Background: an optimization exercise with open tools, aiming at small area, a short achievable clock period and few clock cycles per item. Do not read the settings as production practice. In this exercise RTL edits were held to simulation tests only and were not proved equivalent to the original.

$ cat flow/run.sh
#!/bin/bash
# synth_recipe.tcl (not shown) runs the flow's synth.tcl, then flattens the netlist and writes it again
# the make line also repeats each setting of config.mk as NAME=value (left out here)
make -C /OpenROAD-flow-scripts/flow DESIGN_CONFIG=/design/flow/config.mk WORK_HOME=/design/flow/orfs CLKGATE_MAP_FILE= SYNTH_SCRIPT=/design/flow/synth_recipe.tcl finish
$ cat flow/config.mk
export PLATFORM = sky130hd
export DESIGN_NAME = two_link_ik_pd_joint_control
export DESIGN_NICKNAME = two_link_ik_pd_joint_control
export VERILOG_FILES = /design/flow/design.v
export SDC_FILE = /design/flow/constraint.sdc
export NUM_CORES = 4
export LEC_CHECK = 0
export CAP_MARGIN = 20
export CORE_MARGIN = 2
export CORE_UTILIZATION = 40
export SETUP_SLACK_MARGIN = 5
export SLEW_MARGIN = 20
$ cat flow/constraint.sdc
create_clock -name core_clock -period 10.0 [get_ports {clk}]
set_input_delay 2.0000 -clock core_clock [delete_from_list [all_inputs] [get_ports {clk}]]
set_output_delay 2.0000 -clock core_clock [all_outputs]
set_load 0.01 [all_outputs]
$ cat flow/design.v
module two_link_ik_pd_joint_control (
	input  logic               clk,
	input  logic               arst_n,
	input  logic               in_valid,
	output logic               in_stall,
	input  logic signed [15:0] shoulder_angle,
	input  logic signed [15:0] elbow_angle,
	output logic               out_valid,
	input  logic               out_stall,
	output logic signed [23:0] shoulder_torque,
	output logic signed [23:0] elbow_torque,
	output logic signed [15:0] shoulder_target,
	output logic signed [15:0] elbow_target,
	output logic               target_reachable,
	input  logic               cfg_valid,
	output logic               cfg_ready,
	input  logic [2:0]         cfg_index,
	input  logic [15:0]        cfg_data
);
	localparam int AW = 62;           
	localparam int CW = 61;           
	localparam logic signed [17:0] PI_Z = 18'sd25735;
	function automatic logic [12:0] atan_q13(input logic [3:0] i);
		case (i)
			4'd0:  atan_q13 = 13'd6433;
			4'd1:  atan_q13 = 13'd3798;
			4'd2:  atan_q13 = 13'd2006;
			4'd3:  atan_q13 = 13'd1018;
			4'd4:  atan_q13 = 13'd511;
			4'd5:  atan_q13 = 13'd255;
			4'd6:  atan_q13 = 13'd127;
			4'd7:  atan_q13 = 13'd63;
			4'd8:  atan_q13 = 13'd31;
			4'd9:  atan_q13 = 13'd15;
			4'd10: atan_q13 = 13'd7;
			4'd11: atan_q13 = 13'd3;
			4'd12: atan_q13 = 13'd1;
			default: atan_q13 = 13'd0;
		endcase
	endfunction
	function automatic logic signed [32:0] bmul(input logic signed [16:0] x, input logic signed [15:0] y);
		logic [16:0] yy;
		logic [2:0]  g;
		logic [17:0] mag;
		logic        neg;
		logic [32:0] rows [8];
		logic [32:0] negs;
		logic [32:0] sum;
		yy   = {y, 1'b0};
		negs = '0;
		for (int i = 0; i < 8; i++) begin
			g   = yy[2*i +: 3];
			neg = g[2] & ~(g[1] & g[0]);
			case (g)
				3'b001, 3'b010, 3'b101, 3'b110: mag = {x[16], x};
				3'b011, 3'b100: mag = {x, 1'b0};
				default: mag = '0;
			endcase
			rows[i]     = 33'($signed(neg ? ~mag : mag)) << (2*i);
			negs[2*i] = neg;
		end
		sum  = rows[0] + rows[1] + rows[2] + rows[3] + rows[4] + rows[5] + rows[6] + rows[7] + negs;
		bmul = $signed(sum);
	endfunction
	logic signed [15:0] px_q, py_q;
	logic [13:0]        l1_q, l2_q, kp_q, kd_q;
	logic               ik_restart;
	assign ik_restart = cfg_valid && !cfg_index[2];
	always_ff @(posedge clk or negedge arst_n) begin
		if (!arst_n) begin
			px_q <= 16'sd3277;
			py_q <= 16'sd0;
			l1_q <= 14'd1638;
			l2_q <= 14'd1638;
			kp_q <= 14'd2560;
			kd_q <= 14'd256;
		end else if (cfg_valid) begin
			case (cfg_index)
				3'd0: px_q <= cfg_data;
				3'd1: py_q <= cfg_data;
				3'd2: l1_q <= cfg_data[13:0];
				3'd3: l2_q <= cfg_data[13:0];
				3'd4: kp_q <= cfg_data[13:0];
				3'd5: kd_q <= cfg_data[13:0];
				default: ;
			endcase
		end
	end
	typedef enum logic [2:0] {
		S_IDLE, S_SQ, S_DIV, S_MSQ, S_SQRT, S_KXY
	} sstate_t;
	sstate_t            ss_q;
	logic [4:0]         sc_q;        
	logic               div_q, sqrt_q;
	logic               ik_valid_q;
	logic               ok_q;
	logic signed [15:0] th1_q, th2_q;
	logic signed [16:0] a1_q, a2_q;
	logic signed [15:0] b1_q, b2_q;
	logic signed [32:0] p1_q, p2_q;
	logic               t1_v, t1_init, t1_den, t1_ts, t1_te;
	logic               t2_v, t2_init, t2_den, t2_ts, t2_te;
	logic [1:0]         t1_isel, t1_s1, t1_s2, t2_isel, t2_s1, t2_s2;
	logic signed [AW-1:0] acc_q;
	logic [29:0]        den_q;
	logic [32:0]        rem_q;
	logic [28:0]        qm_q;        
	logic [28:0]        rt_q;        
	logic               neg_q;       
	logic signed [43:0] k1_q, k2_q;
	logic signed [CW-1:0] xh_q;
	logic signed [CW-1:0] cx_q, cy_q;
	logic signed [17:0]   cz_q;
	logic [3:0]           ci_q;
	logic                 cl_q, crun_q, cfin_q, czero_q;
	logic                 cpos_q;     
	logic [1:0]           csrc_q;     
	logic [1:0]         tp_q;        
	logic signed [15:0] as_q, ae_q, prev_s_q, prev_e_q;
	logic signed [23:0] ts_q;
	logic [1:0]         inflight_q;  
	logic [1:0]         cnt_q;       
	logic signed [23:0] ost_q, oet_q, q1s_q, q1e_q, q2s_q, q2e_q;
	logic accept;
	assign in_stall = !(ik_valid_q && tp_q != 2'd1 && (2'(inflight_q + cnt_q) != 2'd3));
	assign accept   = in_valid && !in_stall;
	logic signed [16:0] op_a1, op_a2;
	logic signed [15:0] op_b1, op_b2;
	logic               op_v, op_init, op_den;
	logic [1:0]         op_isel, op_s1, op_s2;
	logic [1:0]         kc;          
	logic signed [15:0] k1c, k2c;
	logic signed [15:0] l2s_w;       
	assign l2s_w = neg_q ? -$signed({2'b0, l2_q}) : $signed({2'b0, l2_q});
	always_comb begin
		kc = (ss_q == S_KXY && sc_q >= 5'd8) ? 2'(sc_q - 5'd8) : 2'(sc_q - 5'd5);
		case (kc)
			2'd0: begin k1c = $signed({1'b0, k1_q[14:0]}); k2c = $signed({1'b0, k2_q[14:0]}); end
			2'd1: begin k1c = $signed({1'b0, k1_q[29:15]}); k2c = $signed({1'b0, k2_q[29:15]}); end
			default: begin k1c = 16'($signed(k1_q[43:30])); k2c = 16'($signed(k2_q[43:30])); end
		endcase
	end
	always_comb begin
		op_a1   = '0;
		op_b1   = '0;
		op_a2   = '0;
		op_b2   = '0;
		op_v    = 1'b0;
		op_init = 1'b0;
		op_den  = 1'b0;
		op_isel = 2'd0;
		op_s1   = 2'd0;
		op_s2   = 2'd0;
		if (tp_q == 2'd1) begin
			op_v    = 1'b1;
			op_a1   = 17'(th1_q) - 17'(as_q);
			op_b1   = $signed({2'b0, kp_q});
			op_a2   = 17'(prev_s_q) - 17'(as_q);
			op_b2   = $signed({2'b0, kd_q});
			op_init = 1'b1;
			op_isel = 2'd3;
		end else if (tp_q == 2'd2) begin
			op_v    = 1'b1;
			op_a1   = 17'(th2_q) - 17'(ae_q);
			op_b1   = $signed({2'b0, kp_q});
			op_a2   = 17'(prev_e_q) - 17'(ae_q);
			op_b2   = $signed({2'b0, kd_q});
			op_init = 1'b1;
			op_isel = 2'd3;
		end else begin
			case (ss_q)
				S_SQ: begin
					case (sc_q)
						5'd0: begin
							op_v = 1'b1; op_init = 1'b1; op_den = 1'b1; op_s1 = 2'd3;
							op_a1 = $signed({3'b0, l1_q}); op_b1 = $signed({2'b0, l2_q});
							op_a2 = 17'(px_q); op_b2 = px_q;
						end
						5'd1: begin
							op_v = 1'b1;
							op_a1 = 17'(py_q); op_b1 = py_q;
							op_a2 = $signed({3'b0, l1_q}); op_b2 = -$signed({2'b0, l1_q});
						end
						5'd2: begin
							op_v = 1'b1; op_s2 = 2'd3;
							op_a1 = $signed({3'b0, l2_q}); op_b1 = -$signed({2'b0, l2_q});
						end
						default: ;
					endcase
				end
				S_DIV: begin
					if (sc_q == 5'd7) begin
						op_v = 1'b1; op_init = 1'b1; op_isel = 2'd1; op_s1 = 2'd2; op_s2 = 2'd3;
						op_a1 = $signed({4'b0, qm_q[13:1]}); op_b1 = -$signed({3'b0, qm_q[13:1]});
					end
				end
				S_MSQ: begin
					if (sc_q == 5'd0) begin
						op_v = 1'b1; op_s1 = 2'd1;
						op_a1 = $signed({3'b0, qm_q[27:15], 1'b0}); op_b1 = -$signed({1'b0, qm_q[14:0]});
						op_a2 = $signed({2'b0, qm_q[14:0]}); op_b2 = -$signed({1'b0, qm_q[14:0]});
					end
				end
				S_KXY: begin
					case (sc_q)
						5'd0: begin
							op_v = 1'b1; op_init = 1'b1; op_s2 = 2'd1;
							op_a1 = $signed({2'b0, rt_q[14:0]}); op_b1 = -$signed({2'b0, l2_q});
							op_a2 = $signed({3'b0, rt_q[28:15]}); op_b2 = -$signed({2'b0, l2_q});
						end
						5'd1: begin
							op_v = 1'b1; op_init = 1'b1; op_isel = 2'd2; op_s2 = 2'd1;
							op_a1 = $signed({2'b0, qm_q[14:0]}); op_b1 = l2s_w;
							op_a2 = $signed({3'b0, qm_q[28:15]}); op_b2 = l2s_w;
						end
						5'd5, 5'd6, 5'd7: begin
							op_v = 1'b1; op_init = (sc_q == 5'd5); op_s1 = kc; op_s2 = kc;
							op_a1 = 17'(px_q); op_b1 = k1c;
							op_a2 = 17'(py_q); op_b2 = k2c;
						end
						5'd8, 5'd9, 5'd10: begin
							op_v = 1'b1; op_init = (sc_q == 5'd8); op_s1 = kc; op_s2 = kc;
							op_a1 = 17'(py_q); op_b1 = k1c;
							op_a2 = -(17'(px_q)); op_b2 = k2c;
						end
						default: ;
					endcase
				end
				default: ;
			endcase
		end
	end
	logic signed [AW-1:0] acc_base, acc_1, acc_2, acc_next;
	function automatic logic signed [AW-1:0] pshift(input logic signed [32:0] p, input logic [1:0] s);
		case (s)
			2'd0: pshift = AW'(p);
			2'd1: pshift = AW'(p) <<< 15;
			2'd2: pshift = AW'(p) <<< 30;
			default: pshift = '0;
		endcase
	endfunction
	always_comb begin
		if (t2_init) begin
			case (t2_isel)
				2'd0: acc_base = '0;
				2'd1: acc_base = AW'(1) <<< 56;
				2'd2: acc_base = $signed({1'b0, l1_q}) <<< 28;
				default: acc_base = AW'(128);
			endcase
		end else begin
			acc_base = acc_q;
		end
		acc_1    = pshift(p1_q, t2_s1);
		acc_2    = pshift(p2_q, t2_s2);
		acc_next = acc_base + acc_1 + acc_2;
	end
	logic signed [23:0] tq_sat;
	assign tq_sat = acc_next[31:8];
	localparam int DW = 36;
	logic [DW-1:0] ds_r0, ds_d0, ds_x, ds_e0, ds_e1a, ds_e1b;
	logic [DW-1:0] ds_diff0, ds_diff1a, ds_diff1b, ds_y, ds_rn;
	logic [28:0]   ds_q2;
	logic          ds_ge0, ds_ge1a, ds_ge1b;
	always_comb begin
		if (sqrt_q) begin
			ds_r0  = DW'({rem_q[30:0], acc_q[59:58]});
			ds_d0  = DW'({rt_q, 2'b01});
			ds_x   = DW'({rem_q[30:0], acc_q[59:56]});
			ds_e0  = DW'({rt_q, 4'b0100});
			ds_e1a = DW'({rt_q, 3'b101});
			ds_e1b = DW'({rt_q, 3'b001});
		end else begin
			ds_r0  = DW'({rem_q[31:0], 1'b0});
			ds_d0  = DW'(den_q);
			ds_x   = DW'({rem_q[31:0], 2'b0});
			ds_e0  = DW'({den_q, 1'b0});
			ds_e1a = DW'(den_q);
			ds_e1b = DW'(den_q);
		end
		ds_diff0  = ds_r0 - ds_d0;
		ds_diff1a = ds_x - ds_e0 - ds_e1a;
		ds_diff1b = ds_x - ds_e1b;
		ds_ge0    = !ds_diff0[DW-1];
		ds_ge1a   = !ds_diff1a[DW-1];
		ds_ge1b   = !ds_diff1b[DW-1];
		ds_y      = sqrt_q ? DW'({ds_diff0[30:0], acc_q[57:56]}) : DW'({ds_diff0[31:0], 1'b0});
		if (ds_ge0) begin
			ds_rn = ds_ge1a ? ds_diff1a : ds_y;
			ds_q2 = {(sqrt_q ? rt_q[26:0] : qm_q[26:0]), 1'b1, ds_ge1a};
		end else begin
			ds_rn = ds_ge1b ? ds_diff1b : ds_x;
			ds_q2 = {(sqrt_q ? rt_q[26:0] : qm_q[26:0]), 1'b0, ds_ge1b};
		end
	end
	logic signed [33:0] num_w, den_w;
	logic               reach_w, clamp_w;
	assign num_w   = acc_q[33:0];
	assign den_w   = $signed({4'b0, den_q});
	assign reach_w = (num_w < den_w);
	assign clamp_w = (den_q == '0) || (num_w >= den_w) || (num_w <= -den_w);
	logic signed [CW-1:0] sx_w, sy_w, xb_in, yb_in, xb, yb, xa, ya, cx_n, cy_n;
	logic                 cpos, sneg, xinv, yinv, cy_nz;
	logic signed [CW-1:0] yb_x;
	logic [3:0]           shamt;
	logic signed [17:0]   cres, cz12;
	always_comb begin
		case (csrc_q)
			2'd0: begin sx_w = $signed({1'b0, qm_q}); sy_w = $signed({1'b0, rt_q}); end
			2'd1: begin sx_w = xh_q; sy_w = acc_q[CW-1:0]; end
			default: begin sx_w = CW'(px_q); sy_w = CW'(py_q); end
		endcase
		sneg  = (csrc_q == 2'd0) ? neg_q : sx_w[CW-1];
		cpos  = cpos_q;
		shamt = cl_q ? 4'd0 : ci_q;
		xb_in = cl_q ? sx_w : cy_q;
		yb_in = cl_q ? sy_w : cx_q;
		xb    = xb_in >>> shamt;
		yb    = yb_in >>> shamt;
		xa    = cl_q ? '0 : cx_q;
		ya    = cl_q ? '0 : cy_q;
		xinv  = cl_q ? (sneg && csrc_q != 2'd0) : !cpos;
		yinv  = cl_q ? sneg : cpos;
		cx_n  = xa + (xb ^ {CW{xinv}}) + CW'(xinv);
		cy_n  = ya + (yb ^ {CW{yinv}}) + CW'(yinv);
		yb_x  = yb ^ {CW{yinv}};
		cy_nz = |((ya ^ yb_x) ^ {ya[CW-2:0] | yb_x[CW-2:0], yinv});
	end
	always_comb begin
		cz12 = cpos ? cz_q + 18'sd1 : cz_q - 18'sd1;
		if (czero_q)
			cres = '0;
		else if (cz12 > 18'sd25736)
			cres = 18'sd25736;
		else if (cz12 < -18'sd25736)
			cres = -18'sd25736;
		else
			cres = cz12;
	end
	sstate_t    ss_n;
	logic [4:0] sc_n;
	always_comb begin
		ss_n = ss_q;
		sc_n = sc_q + 1'b1;
		case (ss_q)
			S_SQ: if (sc_q == 5'd5) begin
				sc_n = '0;
				ss_n = !reach_w ? S_IDLE : (clamp_w ? S_KXY : S_DIV);
			end
			S_DIV: if (sc_q == 5'd13) begin sc_n = '0; ss_n = S_MSQ; end
			S_MSQ: if (sc_q == 5'd2) begin sc_n = '0; ss_n = S_SQRT; end
			S_SQRT: if (sc_q == 5'd14) begin sc_n = '0; ss_n = S_KXY; end
			S_KXY: if (sc_q == 5'd14) begin sc_n = '0; ss_n = S_IDLE; end
			default: sc_n = '0;
		endcase
		if (ik_restart) begin
			ss_n = S_SQ;
			sc_n = '0;
		end
	end
	logic take, land;
	logic [1:0] wpos;
	assign take = (cnt_q != 2'd0) && !out_stall;
	assign land = t2_v && t2_te;
	assign wpos = cnt_q - 2'(take);
	always_ff @(posedge clk or negedge arst_n) begin
		if (!arst_n) begin
			ss_q        <= S_IDLE;
			sc_q        <= '0;
			div_q       <= 1'b0;
			sqrt_q      <= 1'b0;
			ik_valid_q  <= 1'b1;
			ok_q        <= 1'b0;
			th1_q       <= '0;
			th2_q       <= '0;
			t1_v        <= 1'b0;
			t2_v        <= 1'b0;
			t1_ts       <= 1'b0;
			t2_ts       <= 1'b0;
			t1_te       <= 1'b0;
			t2_te       <= 1'b0;
			cl_q        <= 1'b0;
			csrc_q      <= 2'd0;
			crun_q      <= 1'b0;
			cfin_q      <= 1'b0;
			tp_q        <= '0;
			prev_s_q    <= '0;
			prev_e_q    <= '0;
			inflight_q  <= '0;
			cnt_q       <= '0;
		end else begin
			ss_q   <= ss_n;
			sc_q   <= sc_n;
			div_q  <= (ss_n == S_DIV);
			sqrt_q <= (ss_n == S_SQRT);
			cl_q   <= 1'b0;
			crun_q <= 1'b0;
			cfin_q <= 1'b0;
			if (ik_restart) begin
				ik_valid_q <= 1'b0;
			end else begin
				if (ss_q == S_SQ && sc_q == 5'd5) begin
					ok_q <= reach_w;
					if (!reach_w) begin
						th2_q  <= '0;
						cl_q   <= 1'b1;
						csrc_q <= 2'd2;
					end
				end
				if (ss_n == S_KXY && sc_n == 5'd0) begin
					cl_q   <= 1'b1;
					csrc_q <= 2'd0;
				end
				if (ss_q == S_KXY && sc_q == 5'd13) begin
					cl_q   <= 1'b1;
					csrc_q <= 2'd1;
				end
				crun_q <= cl_q || (crun_q && ci_q != 4'd11);
				cfin_q <= crun_q && ci_q == 4'd11;
				if (crun_q && ci_q == 4'd11 && csrc_q != 2'd0)
					ik_valid_q <= 1'b1;
				if (cfin_q) begin
					if (csrc_q != 2'd0) begin
						th1_q      <= 16'(cres);
					end else begin
						th2_q <= -(16'(cres));
					end
				end
			end
			t1_v  <= op_v && !ik_restart;
			t2_v  <= t1_v && !ik_restart;
			t1_ts <= (tp_q == 2'd1);
			t2_ts <= t1_ts;
			t1_te <= (tp_q == 2'd2);
			t2_te <= t1_te;
			if (accept)
				tp_q <= 2'd1;
			else
				tp_q <= (tp_q == 2'd1) ? 2'd2 : 2'd0;
			if (tp_q == 2'd1)
				prev_s_q <= as_q;
			if (tp_q == 2'd2)
				prev_e_q <= ae_q;
			inflight_q <= inflight_q + 2'(accept) - 2'(land);
			cnt_q      <= cnt_q - 2'(take) + 2'(land);
		end
	end
	always_ff @(posedge clk) begin
		a1_q    <= op_a1;
		b1_q    <= op_b1;
		a2_q    <= op_a2;
		b2_q    <= op_b2;
		t1_init <= op_init;
		t1_isel <= op_isel;
		t1_s1   <= op_s1;
		t1_s2   <= op_s2;
		t1_den  <= op_den;
		p1_q    <= bmul(a1_q, b1_q);
		p2_q    <= bmul(a2_q, b2_q);
		t2_init <= t1_init && t1_v;
		t2_isel <= t1_isel;
		t2_s1   <= t1_s1;
		t2_s2   <= t1_s2;
		t2_den  <= t1_den && t1_v;
		if (accept) begin
			as_q <= shoulder_angle;
			ae_q <= elbow_angle;
		end
		if (sqrt_q)
			acc_q <= acc_q <<< 4;
		else
			acc_q <= acc_next;
		if (t2_den)
			den_q <= 30'(p1_q) <<< 1;
		if (t2_v && t2_ts)
			ts_q <= tq_sat;
		if (take) begin
			ost_q <= q1s_q;
			oet_q <= q1e_q;
			q1s_q <= q2s_q;
			q1e_q <= q2e_q;
		end
		if (land) begin
			case (wpos)
				2'd0: begin ost_q <= ts_q; oet_q <= tq_sat; end
				2'd1: begin q1s_q <= ts_q; q1e_q <= tq_sat; end
				default: begin q2s_q <= ts_q; q2e_q <= tq_sat; end
			endcase
		end
		if (ss_q == S_SQ && sc_q == 5'd5) begin
			rem_q <= {2'b0, num_w[33] ? 31'(-num_w) : num_w[30:0]};
			neg_q <= num_w[33];
			rt_q  <= '0;
			if (den_q == '0 || num_w >= den_w) begin
				qm_q  <= 29'd1 << 28;
				neg_q <= 1'b0;
			end else if (num_w <= -den_w) begin
				qm_q  <= 29'd1 << 28;
				neg_q <= 1'b1;
			end else begin
				qm_q <= '0;
			end
		end else if (div_q) begin
			rem_q <= ds_rn[32:0];
			qm_q  <= ds_q2;
		end else if (sqrt_q) begin
			rem_q <= ds_rn[32:0];
			rt_q  <= ds_q2;
		end else if (ss_q == S_MSQ) begin
			rem_q <= '0;
		end
		if (ss_q == S_KXY && sc_q == 5'd3)
			k2_q <= acc_q[43:0];
		if (ss_q == S_KXY && sc_q == 5'd4)
			k1_q <= acc_q[43:0];
		if (ss_q == S_KXY && sc_q == 5'd10)
			xh_q <= acc_q[CW-1:0];
		cx_q   <= cx_n;
		cy_q   <= cy_n;
		cpos_q <= !cy_n[CW-1] && cy_nz;
		if (cl_q) begin
			ci_q <= '0;
			cz_q <= sneg ? (sy_w[CW-1] ? -PI_Z : PI_Z) : '0;
		end else begin
			ci_q <= ci_q + 1'b1;
			cz_q <= cpos ? cz_q + $signed({5'b0, atan_q13(ci_q)}) : cz_q - $signed({5'b0, atan_q13(ci_q)});
		end
		if (crun_q && ci_q == 4'd0)
			czero_q <= (cx_q == '0) && (cy_q == '0);
	end
	assign cfg_ready        = 1'b1;
	assign out_valid        = (cnt_q != 2'd0);
	assign shoulder_torque  = ost_q;
	assign elbow_torque     = oet_q;
	assign shoulder_target  = th1_q;
	assign elbow_target     = th2_q;
	assign target_reachable = ok_q;
endmodule
==> results of run 1 <==
[state kept, by name, indices dropped and copies added (netlist names), 32 cells and up, named ones only]
name	flops
k1_q	44
acc_q	61
cx_q	61
rem_q	32
p2_q	33
cy_q	61
k2_q	44
xh_q	61
p1_q	33
[worst max-delay path, stage by stage (launching register included)]
cell and delay (ns):
sky130_fd_sc_hd__dfrtp_4 0.55, sky130_fd_sc_hd__buf_12 0.16, sky130_fd_sc_hd__clkbuf_16 0.16, sky130_fd_sc_hd__mux2i_1 0.12, sky130_fd_sc_hd__nand2_1 0.15, sky130_fd_sc_hd__a211oi_2 0.09
sky130_fd_sc_hd__a21oi_2 0.21, sky130_fd_sc_hd__mux2i_4 0.13, sky130_fd_sc_hd__mux2i_2 0.30, sky130_fd_sc_hd__mux2i_1 0.16, sky130_fd_sc_hd__xnor2_1 0.30, sky130_fd_sc_hd__ha_2 0.36
sky130_fd_sc_hd__a21oi_1 0.20, sky130_fd_sc_hd__o21ai_2 0.07, sky130_fd_sc_hd__a221o_1 0.44, sky130_fd_sc_hd__a21oi_2 0.19, sky130_fd_sc_hd__o211ai_1 0.21, sky130_fd_sc_hd__a311oi_2 0.28
sky130_fd_sc_hd__o211ai_1 0.13, sky130_fd_sc_hd__buf_4 0.18, sky130_fd_sc_hd__nand3_4 0.09, sky130_fd_sc_hd__a21oi_4 0.08, sky130_fd_sc_hd__o221a_4 0.25, sky130_fd_sc_hd__or4_4 0.43
sky130_fd_sc_hd__a31oi_4 0.21, sky130_fd_sc_hd__o31ai_2 0.09, sky130_fd_sc_hd__xor2_1 0.14
[how the worst min path moves through the flow]
stage,start,to,slack (ns)
after floorplan,t1_isel[0],t2_isel[0],0.31
after global placement,t1_s1[0],t2_s1[0],0.31
after detailed placement,t1_s2[0],t2_s2[0],0.31
after CTS,t1_s2[0],t2_s2[0],0.33
after global routing,t1_s2[0],t2_s2[0],0.34
final,t1_s1[1],t2_s1[1],0.33
[layer usage]
metal | vias to the layer above | global-route usage (%)
li1 | 37600 | -
met1 | 41400 | 44.3
met2 | 4183 | 48.8
met3 | 858 | 6.56
met4 | 16 | 13.9
met5 | - | 0
[area by class of cell]
| class | instances | area [µm²] |
|---|---|---|
| Antenna cell | 10 | 25.0 |
| Sequential cell | 1017 | 24900 |
| Fill cell | 21300 | 116000 |
| Tap cell | 2992 | 3740 |
| Multi-Input combinational cell | 8094 | 65500 |
| Timing Repair inverter | 1 | 8.76 |
| Timing Repair Buffer | 822 | 8090 |
| Inverter | 769 | 2970 |
| Clock inverter | 69 | 792 |
| Clock buffer | 155 | 3190 |
[cell usage after synthesis (60+ instances only)]
library cell and instances:
sky130_fd_sc_hd__nor2b_1 187, sky130_fd_sc_hd__dfxtp_1 493, sky130_fd_sc_hd__fa_1 346, sky130_fd_sc_hd__a221oi_1 60
sky130_fd_sc_hd__nand2b_1 143, sky130_fd_sc_hd__a211oi_1 143, sky130_fd_sc_hd__nor4_1 61, sky130_fd_sc_hd__inv_1 762
sky130_fd_sc_hd__clkbuf_1 536, sky130_fd_sc_hd__nor2_1 629, sky130_fd_sc_hd__xor2_1 358, sky130_fd_sc_hd__dfrtp_1 157
sky130_fd_sc_hd__a31oi_1 101, sky130_fd_sc_hd__o21ai_0 583, sky130_fd_sc_hd__a21oi_1 875, sky130_fd_sc_hd__nor3_1 125
sky130_fd_sc_hd__a21o_1 248, sky130_fd_sc_hd__a22oi_1 263, sky130_fd_sc_hd__mux2_2 158, sky130_fd_sc_hd__ha_1 686
sky130_fd_sc_hd__nand4_1 72, sky130_fd_sc_hd__edfxtp_1 344, sky130_fd_sc_hd__xnor2_1 598, sky130_fd_sc_hd__nand3_1 93
sky130_fd_sc_hd__and2_1 89, sky130_fd_sc_hd__or2_2 65, sky130_fd_sc_hd__nand2_1 1052, sky130_fd_sc_hd__mux2i_1 360
sky130_fd_sc_hd__buf_1 113
[metrics by stage]
stage               setup WS (ns)
finish                       4.22
global route                 3.99
CTS                          4.23
detailed placement           2.78
global placement             2.80
floorplan                    4.53
[what timing repair did]
item,CTS,global route
gates cloned,35,8
gates resized for setup,763,433
endpoints found under the setup margin,309,271
pin swaps,282,252
setup buffers,324,152
[cells by family after synthesis]
| logic type | synth area share [%] |
|---|---|
| buffers and inverters | 6.02 |
| DFF | 27.3 |
| and+or+nand+nor | 13.7 |
| other | 0.00414 |
| adders and majority gates | 17.1 |
| xor gates and xnor gates | 9.24 |
| muxes | 6.31 |
| AOI/OAI and AO/OA | 20.3 |
==> run_summary.xml, run 1 <==
<?xml version="1.0" encoding="UTF-8"?>
<metrics>
  <group name="critical_path">
    <metric name="worst-endpoint-arrival" unit="ns">6.51</metric>
    <metric name="critical_path_source_type" unit="">register</metric>
    <metric name="worst-endpoint-required" unit="ns">10.73</metric>
    <metric name="crit_start" unit="">csrc_q[0]</metric>
    <metric name="crit-reg2reg-capture" unit="">cx_q[58]</metric>
    <metric name="worst-setup-path-type" unit="">reg2reg</metric>
    <metric name="worst_r2r_startpoint" unit="">csrc_q[0]</metric>
    <metric name="cp_max_fo" unit="">6</metric>
    <metric name="worstRegToRegCells" unit="">26</metric>
    <metric name="critical_path.endpoint_type" unit="">register</metric>
    <metric name="crit_end" unit="">cx_q[58]</metric>
    <metric name="regToRegSetupSlack" unit="ns">4.22</metric>
  </group>
  <group name="finish">
    <metric name="syn_to_final_growth" unit="%">20.4</metric>
    <metric name="commonest_non_fill_non_tap_cell_in_the_layout" unit="">sky130_fd_sc_hd__nand2_1</metric>
    <metric name="final_core_util" unit="%">48.5</metric>
    <metric name="stdcell_area" unit="µm²">109000</metric>
    <metric name="design.final.nets" unit="">11900</metric>
    <metric name="share_of_post_route_cells_with_drive_strength_above_1" unit="%">18.6</metric>
    <metric name="finish.cell_count_without_fillers" unit="">13900</metric>
    <metric name="commonest_cells_after_routing_fill_and_taps_aside" unit="">1024 x sky130_fd_sc_hd__nand2_1, 755 x sky130_fd_sc_hd__a21oi_1, 744 x sky130_fd_sc_hd__inv_1</metric>
  </group>
  <group name="detailed_routing">
    <metric name="route.layer.met1.wl" unit="mm">164</metric>
    <metric name="drt-initial-drc-count" unit="">9841</metric>
    <metric name="route.detailed.drc" unit="">0</metric>
    <metric name="finalWirelength" unit="mm">388</metric>
    <metric name="wl_met2" unit="mm">167</metric>
    <metric name="met3_routed_wl" unit="mm">37.4</metric>
    <metric name="routed_wire_length_per_instance" unit="µm">27.9</metric>
    <metric name="antenna_left" unit="">0</metric>
    <metric name="vias" unit="">84000</metric>
    <metric name="detailedRoute.firstPassIterationCount" unit="">10</metric>
    <metric name="highest_metal_layer_used_by_the_detailed_router" unit="">met5</metric>
    <metric name="route.detailed.vias_per_inst" unit="">6.03</metric>
  </group>
  <group name="grt">
    <metric name="grt.overflow.total" unit="">0</metric>
    <metric name="antenna_found_initial" unit="">29</metric>
    <metric name="number_of_global_route_vias_before_repair" unit="">79900</metric>
    <metric name="grtUsageTotal" unit="%">32.2</metric>
    <metric name="grt_first_pass_wirelength" unit="mm">553</metric>
    <metric name="grt_max_degree" unit="">97</metric>
  </group>
  <group name="timing">
    <metric name="rsz0062_at_grt" unit="">yes</metric>
    <metric name="tns" unit="ns">0</metric>
    <metric name="period_needed" unit="ns">5.78</metric>
    <metric name="timing_worst_slew_pin_value" unit="ns">1.23</metric>
    <metric name="final.period_utilization" unit="%">57.8</metric>
    <metric name="timing.clock.skew" unit="ns">0.0912</metric>
    <metric name="worst_slew_margin_rel" unit="%">17.4</metric>
    <metric name="timing.final.hold_violations" unit="">0</metric>
    <metric name="timing.final.setup_violations" unit="">0</metric>
    <metric name="slew_viol_final" unit="">0</metric>
    <metric name="hold_ws" unit="ns">0.327</metric>
    <metric name="clock.fmax" unit="GHz">0.173</metric>
  </group>
  <group name="clock_network">
    <metric name="cts_max_path_buffers" unit="">3</metric>
    <metric name="path_clk_slew" unit="ns">0.07</metric>
    <metric name="cts_hold_repair.buffers" unit="">0</metric>
    <metric name="clock_latency" unit="ns">0.84</metric>
    <metric name="cts-buffers-inserted" unit="">117</metric>
    <metric name="htreeDepth" unit="">3</metric>
    <metric name="tritoncts" unit="">done</metric>
    <metric name="cts_root_buffer" unit="">sky130_fd_sc_hd__clkbuf_16</metric>
    <metric name="tritoncts_num_sinks" unit="">1017</metric>
  </group>
  <group name="logic_synthesis">
    <metric name="ys.warnings.count" unit="">3</metric>
    <metric name="synthesis.area" unit="µm²">90700</metric>
    <metric name="dominantRegCellSynth" unit="">sky130_fd_sc_hd__dfxtp_1</metric>
    <metric name="yosys-top-cells-area" unit="">sky130_fd_sc_hd__edfxtp_1 11%, sky130_fd_sc_hd__dfxtp_1 11%, sky130_fd_sc_hd__ha_1 9.5%</metric>
    <metric name="synthDominantCellAreaShare" unit="%">11.4</metric>
    <metric name="syn_inst" unit="">10500</metric>
    <metric name="ys_async_sr_fraction" unit="%">17.7</metric>
    <metric name="post_synth_edffs" unit="">344</metric>
    <metric name="syn-mean-instance-area" unit="µm²">8.61</metric>
    <metric name="synth_sequential_area_ratio" unit="%">27.3</metric>
    <metric name="postSynthRegisterBits" unit="">1017</metric>
    <metric name="synthDominantAreaCellType" unit="">sky130_fd_sc_hd__edfxtp_1</metric>
    <metric name="ys_types" unit="">108</metric>
    <metric name="net_count_after_synthesis" unit="">11600</metric>
  </group>
  <group name="floorplan">
    <metric name="width_of_the_chip" unit="µm">480</metric>
    <metric name="num_io_pins" unit="">140</metric>
    <metric name="start_util" unit="%">40.3</metric>
    <metric name="dieArea" unit="µm²">230000</metric>
    <metric name="placementRows" unit="">174</metric>
    <metric name="die_height" unit="µm">480</metric>
    <metric name="core-area" unit="µm²">225000</metric>
  </group>
  <group name="placement">
    <metric name="placed_cells_incl_taps" unit="">13200</metric>
    <metric name="routabilityCongestion" unit="">1.02</metric>
    <metric name="port-buffer-count" unit="">138</metric>
    <metric name="dpl_cell_area" unit="µm²">95300</metric>
    <metric name="place.detailed.hpwl" unit="mm">281</metric>
  </group>
  <group name="flow_run">
    <metric name="cap_viol_max_count" unit="">0</metric>
  </group>
  <group name="outcome">
    <metric name="run_status" unit="">no timing/DRC/antenna violations</metric>
  </group>
  <group name="worst_hold_path">
    <metric name="min_path_cells" unit="">0</metric>
    <metric name="hold_class" unit="">reg2reg</metric>
  </group>
</metrics>
Testbench counts, summed over its fixed seeds: cycles 14,008, items 1,271.
==> run 2: changes to the inputs <==
--- a/flow/design.v
+++ b/flow/design.v
@@ -107,7 +107,9 @@
 	logic [28:0]        qm_q;        
 	logic [28:0]        rt_q;        
 	logic               neg_q;       
-	logic signed [43:0] k1_q, k2_q;
+	logic signed [43:0] k1_w, k2_w;
+	assign k2_w = {rem_q, rt_q[10:0]};
+	assign k1_w = {qm_q, rt_q[25:11]};
 	logic signed [CW-1:0] xh_q;
 	logic signed [CW-1:0] cx_q, cy_q;
 	logic signed [17:0]   cz_q;
@@ -115,14 +117,16 @@
 	logic                 cl_q, crun_q, cfin_q, czero_q;
 	logic                 cpos_q;     
 	logic [1:0]           csrc_q;     
-	logic [1:0]         tp_q;        
-	logic signed [15:0] as_q, ae_q, prev_s_q, prev_e_q;
+	logic               tp_q;        
+	logic signed [15:0] ae_q, prev_s_q, prev_e_q;
 	logic signed [23:0] ts_q;
 	logic [1:0]         inflight_q;  
 	logic [1:0]         cnt_q;       
-	logic signed [23:0] ost_q, oet_q, q1s_q, q1e_q, q2s_q, q2e_q;
-	logic accept;
-	assign in_stall = !(ik_valid_q && tp_q != 2'd1 && (2'(inflight_q + cnt_q) != 2'd3));
+	logic signed [23:0] ost_q, oet_q, q1s_q, q1e_q;
+	logic accept, take, land;
+	logic signed [15:0] th1_w;       
+	assign take     = (cnt_q != 2'd0) && !out_stall;
+	assign in_stall = !(ik_valid_q && !tp_q && (2'(inflight_q + cnt_q - 2'(take)) <= 2'd1));
 	assign accept   = in_valid && !in_stall;
 	logic signed [16:0] op_a1, op_a2;
 	logic signed [15:0] op_b1, op_b2;
@@ -135,9 +139,9 @@
 	always_comb begin
 		kc = (ss_q == S_KXY && sc_q >= 5'd8) ? 2'(sc_q - 5'd8) : 2'(sc_q - 5'd5);
 		case (kc)
-			2'd0: begin k1c = $signed({1'b0, k1_q[14:0]}); k2c = $signed({1'b0, k2_q[14:0]}); end
-			2'd1: begin k1c = $signed({1'b0, k1_q[29:15]}); k2c = $signed({1'b0, k2_q[29:15]}); end
-			default: begin k1c = 16'($signed(k1_q[43:30])); k2c = 16'($signed(k2_q[43:30])); end
+			2'd0: begin k1c = $signed({1'b0, k1_w[14:0]}); k2c = $signed({1'b0, k2_w[14:0]}); end
+			2'd1: begin k1c = $signed({1'b0, k1_w[29:15]}); k2c = $signed({1'b0, k2_w[29:15]}); end
+			default: begin k1c = 16'($signed(k1_w[43:30])); k2c = 16'($signed(k2_w[43:30])); end
 		endcase
 	end
 	always_comb begin
@@ -151,15 +155,15 @@
 		op_isel = 2'd0;
 		op_s1   = 2'd0;
 		op_s2   = 2'd0;
-		if (tp_q == 2'd1) begin
+		if (accept) begin
 			op_v    = 1'b1;
-			op_a1   = 17'(th1_q) - 17'(as_q);
+			op_a1   = 17'(th1_w) - 17'(shoulder_angle);
 			op_b1   = $signed({2'b0, kp_q});
-			op_a2   = 17'(prev_s_q) - 17'(as_q);
+			op_a2   = 17'(prev_s_q) - 17'(shoulder_angle);
 			op_b2   = $signed({2'b0, kd_q});
 			op_init = 1'b1;
 			op_isel = 2'd3;
-		end else if (tp_q == 2'd2) begin
+		end else if (tp_q) begin
 			op_v    = 1'b1;
 			op_a1   = 17'(th2_q) - 17'(ae_q);
 			op_b1   = $signed({2'b0, kp_q});
@@ -298,10 +302,9 @@
 	assign den_w   = $signed({4'b0, den_q});
 	assign reach_w = (num_w < den_w);
 	assign clamp_w = (den_q == '0) || (num_w >= den_w) || (num_w <= -den_w);
-	logic signed [CW-1:0] sx_w, sy_w, xb_in, yb_in, xb, yb, xa, ya, cx_n, cy_n;
+	logic signed [CW-1:0] sx_w, sy_w, xb, yb, xa, ya, cx_n, cy_n;
 	logic                 cpos, sneg, xinv, yinv, cy_nz;
 	logic signed [CW-1:0] yb_x;
-	logic [3:0]           shamt;
 	logic signed [17:0]   cres, cz12;
 	always_comb begin
 		case (csrc_q)
@@ -311,11 +314,8 @@
 		endcase
 		sneg  = (csrc_q == 2'd0) ? neg_q : sx_w[CW-1];
 		cpos  = cpos_q;
-		shamt = cl_q ? 4'd0 : ci_q;
-		xb_in = cl_q ? sx_w : cy_q;
-		yb_in = cl_q ? sy_w : cx_q;
-		xb    = xb_in >>> shamt;
-		yb    = yb_in >>> shamt;
+		xb    = cl_q ? sx_w : (cy_q >>> ci_q);
+		yb    = cl_q ? sy_w : (cx_q >>> ci_q);
 		xa    = cl_q ? '0 : cx_q;
 		ya    = cl_q ? '0 : cy_q;
 		xinv  = cl_q ? (sneg && csrc_q != 2'd0) : !cpos;
@@ -325,6 +325,7 @@
 		yb_x  = yb ^ {CW{yinv}};
 		cy_nz = |((ya ^ yb_x) ^ {ya[CW-2:0] | yb_x[CW-2:0], yinv});
 	end
+	assign th1_w = (cfin_q && csrc_q != 2'd0) ? 16'(cres) : th1_q;
 	always_comb begin
 		cz12 = cpos ? cz_q + 18'sd1 : cz_q - 18'sd1;
 		if (czero_q)
@@ -357,11 +358,7 @@
 			sc_n = '0;
 		end
 	end
-	logic take, land;
-	logic [1:0] wpos;
-	assign take = (cnt_q != 2'd0) && !out_stall;
 	assign land = t2_v && t2_te;
-	assign wpos = cnt_q - 2'(take);
 	always_ff @(posedge clk or negedge arst_n) begin
 		if (!arst_n) begin
 			ss_q        <= S_IDLE;
@@ -382,7 +379,7 @@
 			csrc_q      <= 2'd0;
 			crun_q      <= 1'b0;
 			cfin_q      <= 1'b0;
-			tp_q        <= '0;
+			tp_q        <= 1'b0;
 			prev_s_q    <= '0;
 			prev_e_q    <= '0;
 			inflight_q  <= '0;
@@ -428,17 +425,14 @@
 			end
 			t1_v  <= op_v && !ik_restart;
 			t2_v  <= t1_v && !ik_restart;
-			t1_ts <= (tp_q == 2'd1);
+			t1_ts <= accept;
 			t2_ts <= t1_ts;
-			t1_te <= (tp_q == 2'd2);
+			t1_te <= tp_q;
 			t2_te <= t1_te;
+			tp_q <= accept;
 			if (accept)
-				tp_q <= 2'd1;
-			else
-				tp_q <= (tp_q == 2'd1) ? 2'd2 : 2'd0;
-			if (tp_q == 2'd1)
-				prev_s_q <= as_q;
-			if (tp_q == 2'd2)
+				prev_s_q <= shoulder_angle;
+			if (tp_q)
 				prev_e_q <= ae_q;
 			inflight_q <= inflight_q + 2'(accept) - 2'(land);
 			cnt_q      <= cnt_q - 2'(take) + 2'(land);
@@ -461,10 +455,8 @@
 		t2_s1   <= t1_s1;
 		t2_s2   <= t1_s2;
 		t2_den  <= t1_den && t1_v;
-		if (accept) begin
-			as_q <= shoulder_angle;
+		if (accept)
 			ae_q <= elbow_angle;
-		end
 		if (sqrt_q)
 			acc_q <= acc_q <<< 4;
 		else
@@ -476,15 +468,15 @@
 		if (take) begin
 			ost_q <= q1s_q;
 			oet_q <= q1e_q;
-			q1s_q <= q2s_q;
-			q1e_q <= q2e_q;
 		end
 		if (land) begin
-			case (wpos)
-				2'd0: begin ost_q <= ts_q; oet_q <= tq_sat; end
-				2'd1: begin q1s_q <= ts_q; q1e_q <= tq_sat; end
-				default: begin q2s_q <= ts_q; q2e_q <= tq_sat; end
-			endcase
+			if (cnt_q == 2'd0 || (cnt_q == 2'd1 && take)) begin
+				ost_q <= ts_q;
+				oet_q <= tq_sat;
+			end else begin
+				q1s_q <= ts_q;
+				q1e_q <= tq_sat;
+			end
 		end
 		if (ss_q == S_SQ && sc_q == 5'd5) begin
 			rem_q <= {2'b0, num_w[33] ? 31'(-num_w) : num_w[30:0]};
@@ -508,10 +500,14 @@
 		end else if (ss_q == S_MSQ) begin
 			rem_q <= '0;
 		end
-		if (ss_q == S_KXY && sc_q == 5'd3)
-			k2_q <= acc_q[43:0];
-		if (ss_q == S_KXY && sc_q == 5'd4)
-			k1_q <= acc_q[43:0];
+		if (ss_q == S_KXY && sc_q == 5'd3) begin
+			rem_q       <= acc_q[43:11];
+			rt_q[10:0]  <= acc_q[10:0];
+		end
+		if (ss_q == S_KXY && sc_q == 5'd4) begin
+			qm_q        <= acc_q[43:15];
+			rt_q[25:11] <= acc_q[14:0];
+		end
 		if (ss_q == S_KXY && sc_q == 5'd10)
 			xh_q <= acc_q[CW-1:0];
 		cx_q   <= cx_n;
--- a/flow/config.mk
+++ b/flow/config.mk
@@ -8,5 +8,6 @@
 export CAP_MARGIN = 20
 export CORE_MARGIN = 2
 export CORE_UTILIZATION = 40
-export SETUP_SLACK_MARGIN = 5
+export SETUP_SLACK_MARGIN = 4.5
 export SLEW_MARGIN = 20
+export TNS_END_PERCENT = 5
==> run 2 against run 1 <==
Compared with the run above:
- still clean
- cell count decreased by 2.0%
- clock skew is 0.012 ns higher
- utilization fell by 3.0 points
- sequential share of layout area down 1.8 points
- synthesized cell count rose by 1.4%
- fmax decreased by 4.4%
- global-route usage fell by 0.22 points
- worst setup slack got worse by 0.27 ns
==> run_summary.xml, run 2 <==
<?xml version="1.0" encoding="UTF-8"?>
<metrics>
  <group name="outcome">
    <metric name="run_status" unit="">no timing/DRC/antenna violations</metric>
  </group>
  <group name="critical_path">
    <metric name="worst-setup-path-type" unit="">reg2reg</metric>
    <metric name="crit-reg2reg-capture" unit="">rem_q[19]</metric>
    <metric name="critical_path_source_type" unit="">register</metric>
    <metric name="regToRegSetupSlack" unit="ns">3.95</metric>
    <metric name="worstRegToRegCells" unit="">18</metric>
    <metric name="critical_path.endpoint_type" unit="">register</metric>
    <metric name="critPathMaxStageDelay" unit="ns">0.77</metric>
    <metric name="worst-endpoint-arrival" unit="ns">6.61</metric>
    <metric name="critical_path.cell_chain" unit="">buf_16, nor2_1, a21oi_1, inv_1, fa_1, inv_1, ha_1, and3_1, nand3_1, o211ai_1, a221o_1, nand4_1, a31oi_1, a31o_4, buf_4, o21a_1, o21ai_0, a221o_1</metric>
    <metric name="cp_max_fo" unit="">86</metric>
    <metric name="worst_r2r_startpoint" unit="">sqrt_q</metric>
    <metric name="cell_type_of_the_slowest_stage_on_the_worst_timing_path" unit="">sky130_fd_sc_hd__dfrtp_4</metric>
    <metric name="worst-endpoint-required" unit="ns">10.56</metric>
  </group>
  <group name="logic_synthesis">
    <metric name="yosys-top-cells-area" unit="">sky130_fd_sc_hd__ha_1 9.7%, sky130_fd_sc_hd__dfxtp_1 9.5%, sky130_fd_sc_hd__edfxtp_1 9.1%</metric>
    <metric name="synth_xor_xnor_area_share" unit="%">9.29</metric>
    <metric name="post_synth_edffs" unit="">268</metric>
    <metric name="synth_compound_area_share" unit="%">21.3</metric>
    <metric name="synth_simple_gate_area_share" unit="%">15.0</metric>
    <metric name="dominantRegCellSynth" unit="">sky130_fd_sc_hd__dfxtp_1</metric>
    <metric name="ys_types" unit="">108</metric>
    <metric name="synthDominantCellAreaShare" unit="%">9.67</metric>
    <metric name="syn-mean-instance-area" unit="µm²">8.28</metric>
    <metric name="mux_cell_area_share_after_synthesis" unit="%">6.44</metric>
    <metric name="synth_sequential_area_ratio" unit="%">23.6</metric>
    <metric name="synth_fa_ha_area_share" unit="%">17.5</metric>
    <metric name="synth_most_common_cell" unit="">sky130_fd_sc_hd__nand2_1</metric>
    <metric name="postSynthRegisterBits" unit="">864</metric>
    <metric name="commonest_cells_in_the_netlist" unit="">1237 x sky130_fd_sc_hd__nand2_1, 889 x sky130_fd_sc_hd__inv_1, 845 x sky130_fd_sc_hd__a21oi_1</metric>
    <metric name="synth_top_family_by_area" unit="">compound AO/OA/AOI/OAI gates</metric>
    <metric name="syn_inst" unit="">10700</metric>
    <metric name="ys_async_sr_fraction" unit="%">20.6</metric>
    <metric name="net_count_after_synthesis" unit="">11800</metric>
    <metric name="synthesis.area" unit="µm²">88500</metric>
    <metric name="ys.warnings.count" unit="">3</metric>
    <metric name="synthDominantAreaCellType" unit="">sky130_fd_sc_hd__ha_1</metric>
  </group>
  <group name="floorplan">
    <metric name="start_util" unit="%">40.3</metric>
    <metric name="core-area" unit="µm²">220000</metric>
    <metric name="width_of_the_chip" unit="µm">474</metric>
    <metric name="num_io_pins" unit="">140</metric>
    <metric name="placementRows" unit="">172</metric>
    <metric name="die_height" unit="µm">474</metric>
    <metric name="dieArea" unit="µm²">225000</metric>
  </group>
  <group name="clock_network">
    <metric name="tritoncts_num_sinks" unit="">864</metric>
    <metric name="path_clk_slew" unit="ns">0.06</metric>
    <metric name="cts-buffers-inserted" unit="">105</metric>
    <metric name="clock_latency" unit="ns">0.82</metric>
    <metric name="cts_hold_repair.buffers" unit="">0</metric>
    <metric name="cts_root_buffer" unit="">sky130_fd_sc_hd__clkbuf_16</metric>
    <metric name="cts_max_path_buffers" unit="">3</metric>
    <metric name="htreeDepth" unit="">3</metric>
    <metric name="tritoncts" unit="">done</metric>
  </group>
  <group name="timing">
    <metric name="worst_slew_margin_rel" unit="%">21.9</metric>
    <metric name="timing_worst_slew_pin_value" unit="ns">1.17</metric>
    <metric name="final.period_utilization" unit="%">60.5</metric>
    <metric name="final_critical_path_setup_slack" unit="ns">3.95</metric>
    <metric name="rsz0062_at_grt" unit="">yes</metric>
    <metric name="slew_viol_final" unit="">0</metric>
    <metric name="timing.final.setup_violations" unit="">0</metric>
    <metric name="clock.fmax" unit="GHz">0.165</metric>
    <metric name="timing.clock.skew" unit="ns">0.104</metric>
    <metric name="period_needed" unit="ns">6.05</metric>
    <metric name="hold_ws" unit="ns">0.328</metric>
    <metric name="tns" unit="ns">0</metric>
    <metric name="timing.final.hold_violations" unit="">0</metric>
  </group>
  <group name="grt">
    <metric name="antenna_found_initial" unit="">22</metric>
    <metric name="grt_max_degree" unit="">167</metric>
    <metric name="grt.overflow.total" unit="">0</metric>
    <metric name="number_of_global_route_vias_before_repair" unit="">79700</metric>
    <metric name="grt_first_pass_wirelength" unit="mm">538</metric>
    <metric name="grtUsageTotal" unit="%">32.0</metric>
  </group>
  <group name="worst_hold_path">
    <metric name="min_from" unit="">t1_isel[0]</metric>
    <metric name="min_delay_worst_endpoint" unit="">t2_isel[0]</metric>
    <metric name="min_path_cells" unit="">0</metric>
    <metric name="hold_class" unit="">reg2reg</metric>
  </group>
  <group name="finish">
    <metric name="syn_to_final_growth" unit="%">13.0</metric>
    <metric name="share_of_post_route_cells_with_drive_strength_above_1" unit="%">11.6</metric>
    <metric name="commonest_cells_after_routing_fill_and_taps_aside" unit="">1232 x sky130_fd_sc_hd__nand2_1, 874 x sky130_fd_sc_hd__inv_1, 816 x sky130_fd_sc_hd__a21oi_1</metric>
    <metric name="nFillCells" unit="">21400</metric>
    <metric name="design.final.nets" unit="">11700</metric>
    <metric name="commonest_non_fill_non_tap_cell_in_the_layout" unit="">sky130_fd_sc_hd__nand2_1</metric>
  </group>
  <group name="detailed_routing">
    <metric name="drt-initial-drc-count" unit="">10400</metric>
    <metric name="detailedRoute.firstPassIterationCount" unit="">8</metric>
    <metric name="antenna_left" unit="">0</metric>
    <metric name="routed_wire_length_per_instance" unit="µm">27.3</metric>
    <metric name="finalWirelength" unit="mm">373</metric>
    <metric name="route.detailed.vias_per_inst" unit="">6.12</metric>
    <metric name="vias" unit="">83600</metric>
    <metric name="route.detailed.drc" unit="">0</metric>
  </group>
  <group name="flow_run">
    <metric name="cap_viol_max_count" unit="">0</metric>
  </group>
  <group name="placement">
    <metric name="routabilityCongestion" unit="">1.02</metric>
    <metric name="place.detailed.hpwl" unit="mm">280</metric>
    <metric name="port-buffer-count" unit="">138</metric>
    <metric name="placement.setup.worst_slack" unit="ns">2.95</metric>
  </group>
</metrics>
run 2: cell types whose count changed in the layout (fill, tap and decap cells not counted), sizes merged, moves of 37 or more:
| cell | before | now |
|---|---|---|
| mux4 | 15 | 100 |
| a211oi | 146 | 108 |
| and2 | 94 | 57 |
| mux2i | 360 | 178 |
| edfxtp | 344 | 268 |
| xor2 | 358 | 311 |
| a31oi | 101 | 152 |
| inv | 778 | 898 |
| a21o | 250 | 289 |
| dfxtp | 493 | 418 |
| nor2 | 632 | 563 |
| nand2 | 1052 | 1237 |
| and3 | 43 | 99 |
| buf | 663 | 344 |
run 2: per-stage QoR:
step	area (µm²)	cells	utilization, %
after global placement	92700	13300	42.2
final	100000	13700	45.5
after floorplan	88800	10700	-
after detailed placement	92700	13300	42.2
after global routing	100000	13600	45.5
after CTS	98100	13600	44.7
run 2: cells by family after synthesis:
group	count (synthesis)
fa+ha+maj	1030
compound gates	2959
buf+inv	1587
xor+xnor	939
other cells	1
mux	426
flops	864
simple gates	2879
run 2: per-layer routing:
metal,track usage [%],vias to the layer above,routed length [µm]
met3,5.88,922,36900
met4,16.1,20,22400
met2,48.7,4608,160000
li1,-,37400,-
met5,0.476,-,296
met1,43.1,40600,153000
run 2: how the worst max path moves through the flow:
stage	startpoint	slack, ns	cells past startpoint	to
5_1_grt	sqrt_q	3.80	19	rem_q[2]
4_1_cts	b2_q[2]	3.97	24	p2_q[31]
2_1_floorplan	b2_q[1]	3.91	27	p2_q[31]
3_5_place_dp	cpos_q	2.95	28	a1_q[16]
6_report	sqrt_q	3.95	18	rem_q[19]
3_3_place_gp	out_stall	2.80	13	a1_q[9]
run 2: critical path, delay by kind of cell (launching register included):
family / cells / cell delay, ns
AOI/OAI and AO/OA: 8 / 2.44
buffers and inverters: 4 / 0.93
DFF: 1 / 0.77
and+or+nand+nor: 4 / 0.65
adders and majority gates: 2 / 0.85
run 2: cell type report:
type	instances	area, µm²	area share [%]
well taps	2958	3700	3.70
clock buffers	138	2990	2.99
inverters	897	3460	3.46
multi-input cells	8235	63500	63.5
clock inverters	62	798	0.798
repair inverters	2	17.5	0.0175
flip-flops and latches	864	21000	21.0
repair buffers	487	4560	4.56
diodes	7	17.5	0.0175
run 2: timing repair:
item / 4_1_cts / 5_1_grt
pin swaps: 72 / 103
resized for setup: 220 / 233
buffers inserted: 74 / 87
gates cloned: 4 / 4
endpoints found under the setup margin: 207 / 164
Testbench counts of run 2, summed over its fixed seeds: cycles 13,816, items 1,271.

-- separate check: timing with driven ports --
No port has a modelled driver above. Below, the same layouts with a new extraction and two added sets of constraints.
Step 1, drivers: a clkbuf_16 drives clk and a buf_2 each remaining input, both assumed.
Step 2 adds t to the input delays and takes it off the output delays; t is the mean of the earliest and latest rising clock arrival at the registers after step 1. Input paths then give back, and output paths get back, about the clock's delay inside the block.
Three values: no drivers, after step 1, after step 2; two values: the first two.
run | shift t [ns] | setup slack, ns | worst register clock-pin slew, ns
run 1 | 0.877 | 4.220 / 4.220 / 4.220 | 0.08 / 0.08
run 2 | 0.864 | 3.954 / 3.954 / 3.915 | 0.08 / 0.08
After both steps every run listed still meets setup and hold. The setup slack of run 2, which loses most, moves by 0.000 ns with the drivers and by -0.039 ns with both steps.
